This is an optimization exercise on Yosys and OpenROAD, whose aim is small area, a short achievable clock period and few clock cycles per item, not a production implementation.
Function was checked by simulation only, so behaviour that the tests miss may differ from the original.

Setup of lane 1:
==> flow/design.v (excerpt) <==
module epoch_seconds_to_civil_date_top (
	input  logic                                clk,
	input  logic                                arst_n,
	input  logic                                in_valid,
	output logic                                in_ready,
	input  logic signed [e2cd_pkg::SECS_W-1:0]  unix_seconds,
	output logic                                out_valid,
	input  logic                                out_ready,
	output logic signed [e2cd_pkg::YEAR_W-1:0]  year,
	output logic [e2cd_pkg::MONTH_W-1:0]        month,
	output logic [e2cd_pkg::DOM_W-1:0]          day_of_month,
	output logic [e2cd_pkg::WDAY_W-1:0]         weekday
);
Settings: LEC_CHECK=0, ABC_AREA=1, CAP_MARGIN=20, CORE_MARGIN=2, CORE_UTILIZATION=45, SETUP_SLACK_MARGIN=3.4, SLEW_MARGIN=20; clock period 8.5 ns.
run.sh (not shown) runs the stock make flow with config.mk's settings and CLKGATE_MAP_FILE= SYNTH_SCRIPT=/design/flow/synth_recipe.tcl, a recipe that flattens the netlist after the stock synthesis.
Testbench counts of lane 1, summed over its fixed seeds: cycles 32,048, items 32,000.
--- input diff lane 1..lane 2 ---
- swapping 3.4 for 3.6 in SETUP_SLACK_MARGIN
## What came out
- The clock buffer and inverter area fraction after layout was comparable across lane 1 and lane 2.
- Lane 2 finished all stages; the layout is clean.
- Compared lane 2 against lane 1; met3 routing resource usage after global routing within noise.
- Lane 2 against lane 1; sum of routed wire length over all layers is up slightly.
- Going from lane 1 to lane 2, the final-layout non-clock buffer area share was found to have gone up by 1.1 points.
- The design area in lane 2 was higher than what lane 1 gave.
For lane 3, these inputs were changed with respect to lane 2:
- swapping 3.6 for 4.0 in SETUP_SLACK_MARGIN
==> comparison <==
Delta (lane 3 minus lane 2): global-route wire length before repair saw an increase; total wirelength of the detailed-routed design saw an increase; share of the core filled with cells in the final layout saw an increase. Lane 3 reached the end of the flow, and the finished layout is clean on the timing, design-rule and antenna checks. | portion of the layout cell area used by non-clock buffers | lane 3 vs lane 2 | 2.4 points higher |. Lane 3 vs. lane 2: setup slack of the most critical reg-to-reg path decreased by 0.07 ns relative to the old numbers, via count increased by 3.1% relative to the old numbers.
### lane 3 -> lane 4
- changing SETUP_SLACK_MARGIN from 4.0 to 4.4
==> comparison <==
Compared with lane 3, in lane 4 antenna cell count -1; arrival time at the worst endpoint has decreased. Run comparison: lane 3 worst setup path endpoint out_q[30]; lane 4 worst setup path endpoint out_q[7].
### lane 4 -> lane 5
- SETUP_SLACK_MARGIN: 4.4 -> 3.6
- CORE_UTILIZATION: 45 -> 55
--- outcome ---
For the quantity of gates resized following cts, lane 5 came in 226 lower than lane 4 did.
Lane 5 went all the way through synthesis, placement and routing and the layout is clean on timing, DRC and antenna.
Final worst-path setup slack is higher on lane 5
Area: lane 5 vs lane 4 -> lane 5 smaller


run A:
epoch_seconds_to_civil_date_top, a different RTL version from the one above (not shown whole).
Size in the first run: roughly 2,600 cells after synthesis, about 90 I/O pins, about 27,000 um^2 of cells after synthesis.
make LEC_CHECK=0 ABC_AREA=1 CAP_MARGIN=20 CORE_MARGIN=2 CORE_UTILIZATION=55 CTS_BUF_LIST=sky130_fd_sc_hd__clkbuf_8 SETUP_SLACK_MARGIN=3.6 SLEW_MARGIN=20 finish   # period 8.5 ns
Run A | stages: all done | timing, DRC, antenna: all pass
Testbench counts of run A, summed over its fixed seeds: cycles 32,048, items 32,000.
The inputs of run B differ from those of run A as listed below.
diff --git a/flow/config.mk b/flow/config.mk
--- a/flow/config.mk
+++ b/flow/config.mk
@@ -9,6 +9,5 @@
 export CAP_MARGIN = 20
 export CORE_MARGIN = 2
-export CORE_UTILIZATION = 55
-export CTS_BUF_LIST = sky130_fd_sc_hd__clkbuf_8
+export CORE_UTILIZATION = 50
 export SETUP_SLACK_MARGIN = 3.6
 export SLEW_MARGIN = 20
## What came out
- In run B relative to run A, horizontal die dimension had gone up by a few percent.
- Start-to-end type of the worst setup path = in2out: run B; start-to-end type of the worst setup path = reg2reg: run A
- Worst endpoint data arrival time down 2080 ps in run B wrt run A
- Via count in run B is 0.96% below run A.
- Of run A and run B, run A shows the higher worst hold slack, with run B below it.
- Run B — buffer and inverter count on the worst path 2 lower, run A as reference
> inputs changed (run B -> run C)
diff --git a/flow/config.mk b/flow/config.mk
--- a/flow/config.mk
+++ b/flow/config.mk
@@ -9,5 +9,6 @@
 export CAP_MARGIN = 20
 export CORE_MARGIN = 2
-export CORE_UTILIZATION = 50
+export CORE_UTILIZATION = 55
+export CTS_BUF_LIST = sky130_fd_sc_hd__clkbuf_4
 export SETUP_SLACK_MARGIN = 3.6
 export SLEW_MARGIN = 20
--- outcome ---
Run C finished every step from synthesis to the final layout, and the layout passed the timing, design-rule and antenna checks.
Run C against run B: shortest period the worst path allows fell 4.9 ps, full die area decreased by 4900 um^2 relative to the old numbers, non-clock buffer count shrank by 12.
Measured against each other, run B and run C differ in hold slack, the lower figure coming from run B.
Setup slack in run C is 4.9 ps above run B.
Comparing run B and run C, the lower core utilization is on run B.
Compared with run B, run C shows a first-pass GRT wire length that is about 0.54% higher.
What run D does differently from run C at the input level:
diff --git a/flow/config.mk b/flow/config.mk
--- a/flow/config.mk
+++ b/flow/config.mk
@@ -10,5 +10,4 @@
 export CORE_MARGIN = 2
 export CORE_UTILIZATION = 55
-export CTS_BUF_LIST = sky130_fd_sc_hd__clkbuf_4
-export SETUP_SLACK_MARGIN = 3.6
+export SETUP_SLACK_MARGIN = 3.4
 export SLEW_MARGIN = 20
### Flow results
Run D against run C: final cell utilization of the core down 1.1 points. Run D reached the end of the flow, and the finished layout is clean on the timing, design-rule and antenna checks. Count of plain and timing-repair buffers ended up 34 lower on run D than on run C.


Setup of job 101:
epoch_seconds_to_civil_date_top with an RTL version that a note above also has.
For scale: ~2300 cells after synthesis, about 250 flip-flops, about 90 I/O pins, ~0.026 mm² of cells after synthesis.
==> flow/config.mk <==
export PLATFORM = sky130hd
export DESIGN_NAME = epoch_seconds_to_civil_date_top
export DESIGN_NICKNAME = epoch_seconds_to_civil_date_top
export VERILOG_FILES = /design/flow/design.v
export SDC_FILE = /design/flow/constraint.sdc
export NUM_CORES = 4
export LEC_CHECK = 0
export CAP_MARGIN = 20
export CORE_MARGIN = 2
export CORE_UTILIZATION = 45
export SETUP_SLACK_MARGIN = 3.3
export SLEW_MARGIN = 20
==> flow/constraint.sdc <==
create_clock -name core_clock -period 8.5 [get_ports {clk}]
set_input_delay 1.7000 -clock core_clock [delete_from_list [all_inputs] [get_ports {clk}]]
set_output_delay 1.7000 -clock core_clock [all_outputs]
set_load 0.01 [all_outputs]
Testbench counts of job 101, summed over its fixed seeds: cycles 32,048, items 32,000.
The following lists how job 102 was set up differently from job 101:
- an added ABC_AREA of 1
- a change of SETUP_SLACK_MARGIN from 3.3 to 3.6
- a change of CORE_UTILIZATION from 45 to 35
==> comparison <==
- In job 102, the final core utilization came out 12 points below the value in job 101.
- Between job 101 and job 102, the worst-case hold slack figures differ only marginally.
- Re hold-fix buffer count after cts: no difference whatsoever between job 102 and job 101.
- Comparing job 101 and job 102, the lower number of standard cells after synthesis was measured on job 101.
- Between job 102 and job 101, it is job 102 whose critical path depth is higher, by 9.
- Job 102 has data arrival time of the critical path below what job 101 had.
- Re complex-gate fraction of the synthesized area: job 101 and job 102 aren't equal, and the higher value belongs to job 101.
Edits applied to the flow inputs when going from job 102 to job 103:
- ABC_AREA: 1 -> unset
==> results.txt <==
- [compare] base=job 102 new=job 103: post-synthesis adder-cell area fraction went up by 2.2 points, worst path required time was more or less identical.
- Clock period minus final worst setup slack (job 103 over job 102): increase, 0.39 ns
- Final HPWL from detailed placement ends up higher on job 102.
- Job 102 ended up with fa_1 as its critical-path cell with the highest stage delay; job 103 ended up with fa_2.
- Max average vias per placed instance across job 102 and job 103: job 103
- Job 103 ended up with a higher clock skew than job 102 did.
- When job 103 is set beside job 102, its simple-gate share of the synthesized area turns out to be 3.4 points smaller.
Input changes introduced in job 104 (baseline for comparison: job 103):
- changing SETUP_SLACK_MARGIN from 3.6 to 3.0
- changing CORE_UTILIZATION from 35 to 45
- setting ABC_AREA to 1 for the first time
Results
Residual DRC count: job 104 vs job 103 identical
Compared with job 103, job 104 shows a lower sum of met3 wire segment lengths after detailed routing.
Compared with job 103, job 104 shows number of distinct library cells after synthesis that has gone down by more than 10%.


Setup of rev 12:
epoch_seconds_to_civil_date_top with an RTL version that a note above also has.
Size: about 2600 cells after synthesis, roughly 250 flip-flops, about 90 I/O pins, roughly 27000 um2 of cells after synthesis.
==> flow/design.v (excerpt) <==
module epoch_seconds_to_civil_date_top (
	input  logic                                clk,
	input  logic                                arst_n,
	input  logic                                in_valid,
	output logic                                in_ready,
	input  logic signed [e2cd_pkg::SECS_W-1:0]  unix_seconds,
	output logic                                out_valid,
	input  logic                                out_ready,
	output logic signed [e2cd_pkg::YEAR_W-1:0]  year,
	output logic [e2cd_pkg::MONTH_W-1:0]        month,
	output logic [e2cd_pkg::DOM_W-1:0]          day_of_month,
	output logic [e2cd_pkg::WDAY_W-1:0]         weekday
);
export LEC_CHECK = 0
export ABC_AREA = 1
export CAP_MARGIN = 20
export CORE_MARGIN = 2
export CORE_UTILIZATION = 65
export SETUP_SLACK_MARGIN = 3.6
export SLEW_MARGIN = 20
create_clock -name core_clock -period 8.5 [get_ports {clk}]
Testbench counts of rev 12, summed over its fixed seeds: cycles 32,048, items 32,000.
Changes in rev 13 relative to rev 12:
Settings: a change of CORE_UTILIZATION from 65 to 45.
## What came out
Rev 13 was carried through to the last stage, and its layout satisfied the timing, design-rule and antenna checks.
Rev 13 vs rev 12 — sequential share of layout area dropped 0.36 points.
Changes observed in rev 13 relative to rev 12: overall die width moved up, wire length moved down, global-route usage moved down.

port drivers added, routing unchanged:
No port has a modelled driver above. Below, the same layouts with a new extraction and two added sets of constraints. Step 1, drivers: a clkbuf_16 drives clk and a buf_2 each remaining input, both assumed. Step 2 also shifts input and output timing later by t, the mid clock arrival at the registers, as if the neighbouring blocks saw the same clock. Slacks: ideal ports / drivers / drivers and shift; pairs: ideal ports / drivers.
run	t, ns	setup slack, ns	worst setup path after step 2
lane 1	0.643	3.592 / 3.574 / 3.574	input to output
lane 2	0.641	3.665 / 3.665 / 3.665	register to register
lane 3	0.641	3.590 / 3.590 / 3.590	register to register
lane 4	0.591	3.606 / 3.606 / 3.606	register to register
lane 5	0.651	3.668 / 3.656 / 3.656	input to output
run A	0.681	3.665 / 3.665 / 3.665	register to register
run B	0.633	3.656 / 3.630 / 3.630	input to output
run C	0.859	3.661 / 3.661 / 3.661	register to register
run D	0.633	3.504 / 3.504 / 3.504	register to register
job 101	0.646	3.155 / 3.155 / 3.155	register to register
job 102	0.634	3.645 / 3.645 / 3.645	register to register
job 103	0.638	3.252 / 3.252 / 3.252	register to register
job 104	0.631	3.211 / 3.211 / 3.211	register to register
rev 12	0.629	3.623 / 3.623 / 3.623	register to register
rev 13	0.629	3.708 / 3.708 / 3.708	register to register
After both steps setup and hold are still met in every run listed. For run B, which loses most, drivers alone change the setup slack by -0.026 ns; drivers and shift together by -0.026 ns.
